Context: an optimization exercise on an open-source flow, tuned for small area. The choices shown serve that exercise and are no tape-out recipe. Function was checked by simulation only, so behaviour that the tests miss may differ from the original. Power figures rest on the tool's default switching activity, not on a simulated workload.

## iot_filter_engine
module iot_filter_engine #(
    parameter int DATA_W  = 128,
    parameter int IN_W    = 8,
    parameter int GROUP_N = 8,
    parameter int FRAME_N = 96
) (
    input  logic                clk,
    input  logic                rst,
    input  logic                in_en,
    input  logic [IN_W-1:0]     iot_in,
    input  logic [2:0]          fn_sel,
    input  logic [DATA_W-1:0]   thr_lo,
    input  logic [DATA_W-1:0]   thr_hi,
    output logic                busy,
    output logic                valid,
    output logic [DATA_W-1:0]   iot_out,
    output logic                frame_done
);
For scale: roughly 1600 cells after synthesis.
clock: 9.0 ns
lec_check: 0
cap_margin: 20
core_margin: 2
core_utilization: 40
slew_margin: 20
standard.sh (not shown) runs the stock make flow with config.mk's settings and CLKGATE_MAP_FILE= SYNTH_SCRIPT=/design/flow/synth_recipe.tcl, a recipe that flattens the netlist after the stock synthesis.
==> flow/flow/run.sh <==
#!/bin/bash
set -euo pipefail
export BUFFER_PORTS_ARGS="-buffer_cell sky130_fd_sc_hd__buf_1"
export CTS_ARGS="-sink_clustering_enable -repair_clock_nets -dont_use_dummy_load -buf_list sky130_fd_sc_hd__clkbuf_8 -sink_clustering_size 16 -sink_clustering_max_diameter 80"
bash standard.sh > standard_flow.log 2>&1
Change:
--- a/flow/design.v
+++ b/flow/design.v
@@ -107,21 +107,21 @@
     assign c_old = first ? 1'b0 : ((lane == '0) ? 1'b0 : c_q[lane]);
     assign lsum  = {1'b0, a_old} + {1'b0, iot_in} + (IN_W + 1)'(c_old);
     assign top_d = (first ? '0 : a_q[AW-1:DATA_W]) + LG'(lsum[IN_W]);
     always_comb begin
         for (int i = 0; i < AW; i++) begin
             if (avg_b) begin
                 a_d[i]  = (i >= DATA_W) ? top_d[i - DATA_W] : lsum[i % IN_W];
                 a_en[i] = accept && (lane == BW'((i >= DATA_W) ? BEATS - 1 : i / IN_W));
             end else begin
                 a_d[i]  = (i >= LG) ? iot_in[(i - LG) % IN_W] : 1'b0;
-                a_en[i] = accept && !keep && (i >= LG) && (lane == BW'((i - LG) / IN_W));
+                a_en[i] = accept && !keep && (lane == BW'((i >= LG) ? (i - LG) / IN_W : 0));
             end
         end
     end
     assign res = resolve(a_q, is_avg ? c_q : '0);
     assign hit    = mode_q[0] ? alt_q : agt_q;
     assign flag_d = (flag_q && !pos0) || hit;
     always_comb begin
         case (mode_q)
             M_PASS:               emit = 1'b1;
             M_EXTRACT:            emit = !alt_q && !bgt_q;
=> The changed run finished clean; sequential power went down slightly; final area went down slightly; first-iteration DRC count went up by a few percent; sequential cell count does not change; core utilization went down by 0.11 points; register-to-register slack gains 540 ps; clock power barely changes; fmax went up by roughly a tenth; wire length went down slightly; worst hold slack loses 3.5 ps; power went down slightly; via count went down slightly; die area went down slightly; synthesized cell count went down slightly.

--- another note on this design; it stands on its own ---

before:
// iot_filter_engine
module iot_filter_engine #(
    parameter int DATA_W  = 128,
    parameter int IN_W    = 8,
    parameter int GROUP_N = 8,
    parameter int FRAME_N = 96
) (
    input  logic                clk,
    input  logic                rst,
    input  logic                in_en,
    input  logic [IN_W-1:0]     iot_in,
    input  logic [2:0]          fn_sel,
    input  logic [DATA_W-1:0]   thr_lo,
    input  logic [DATA_W-1:0]   thr_hi,
    output logic                busy,
    output logic                valid,
    output logic [DATA_W-1:0]   iot_out,
    output logic                frame_done
);
For scale: about 400 I/O pins, about 30000 µm² of cells after synthesis.
clock: 9.0 ns
lec_check: 0
cap_margin: 20
core_margin: 2
core_utilization: 40
slew_margin: 20
run.sh (not shown) runs the stock make flow with config.mk's settings and CLKGATE_MAP_FILE= SYNTH_SCRIPT=/design/flow/synth_recipe.tcl, a recipe that flattens the netlist after the stock synthesis.
Having completed the whole flow, before delivered a layout that passed the timing, DRC and antenna checks.
diff inputs: before => after
- CORE_UTILIZATION changed from 40 to 60
[summary]
after finished end to end and its layout was clean on timing, DRC and antenna. before ended up with edfxtp_1 as its worst-path cell with the longest stage delay; after ended up with a311oi_2. Changes observed in after relative to before: time the final worst path needs with I/O delays and setup saw an increase; fraction of the cycle the final worst path needs saw an increase; hold slack saw an increase. met4 as the top routing layer in use was reported by after, and met5 by before.

---

iot_filter_engine, a different RTL version from the one above (not shown whole).
Size: ~2,300 cells after synthesis, ~400 I/O pins, about 29,000 µm² of cells after synthesis.
export LEC_CHECK = 0
export CAP_MARGIN = 20
export CORE_MARGIN = 2
export CORE_UTILIZATION = 40
export SLEW_MARGIN = 20
create_clock -name core_clock -period 9.0 [get_ports {clk}]
standard.sh (not shown) runs the stock make flow with config.mk's settings and CLKGATE_MAP_FILE= SYNTH_SCRIPT=/design/flow/synth_recipe.tcl, a recipe that flattens the netlist after the stock synthesis.
==> flow/flow/run.sh <==
#!/bin/bash
set -euo pipefail
export BUFFER_PORTS_ARGS="-buffer_cell sky130_fd_sc_hd__buf_1"
export CTS_ARGS="-sink_clustering_enable -repair_clock_nets -dont_use_dummy_load -buf_list sky130_fd_sc_hd__clkbuf_8 -sink_clustering_size 16 -sink_clustering_max_diameter 80"
bash standard.sh > standard_flow.log 2>&1
==> next run, changes <==
==> flow/flow/run.sh (replaced) <==
#!/bin/bash
set -euo pipefail
export BUFFER_PORTS_ARGS="-buffer_cell sky130_fd_sc_hd__buf_1"
export CTS_ARGS="-sink_clustering_enable -repair_clock_nets -dont_use_dummy_load -buf_list sky130_fd_sc_hd__clkbuf_4 -sink_buffer_max_cap_derate 0.3"
bash standard.sh > standard_flow.log 2>&1
=> The changed run finished with timing, DRC and antenna clean; clock-buffer cell count goes up by 110; hold slack improves by 20 ps; via count increases by a few percent; worst setup slack gets worse by 57 ps.

## what the ideal ports hide
The flow's constraints put no driver on any port. The routed layouts listed below were extracted and timed again, unchanged, in two steps.
Step 1: set_driving_cell puts a clkbuf_16 on clk and a buf_2 on each other input, an assumption about the parent block.
Step 2 times the ports against the registers' clock, not the clock port: input delays grow and output delays shrink by t, the midpoint of the rising clock arrivals with the driver on.
Three values: no drivers, after step 1, after step 2; two values: the first two.
run | shift t [ns] | slack for setup (ns) | worst slew at a driven data input, ns | pins driven straight from the clock port
the first run of note 1 | 0.683 | 2.484 / 2.484 / 2.484 | 0.08 | 1
the second run of note 1 | 0.666 | 3.025 / 3.025 / 3.025 | 0.10 | 1
before | 0.689 | 0.381 / 0.381 / 0.381 | 0.06 | 1
after | 0.682 | 0.367 / 0.367 / 0.367 | 0.06 | 1
the first run of note 3 | 0.704 | 0.446 / 0.447 / 0.332 | 0.11 | 1
the second run of note 3 | 0.994 | 0.390 / 0.390 / 0.189 | 0.12 | 1
After both steps setup and hold are still met in every run listed. For the second run of note 3, which loses most, drivers alone change the setup slack by 0.000 ns; drivers and shift together by -0.201 ns.
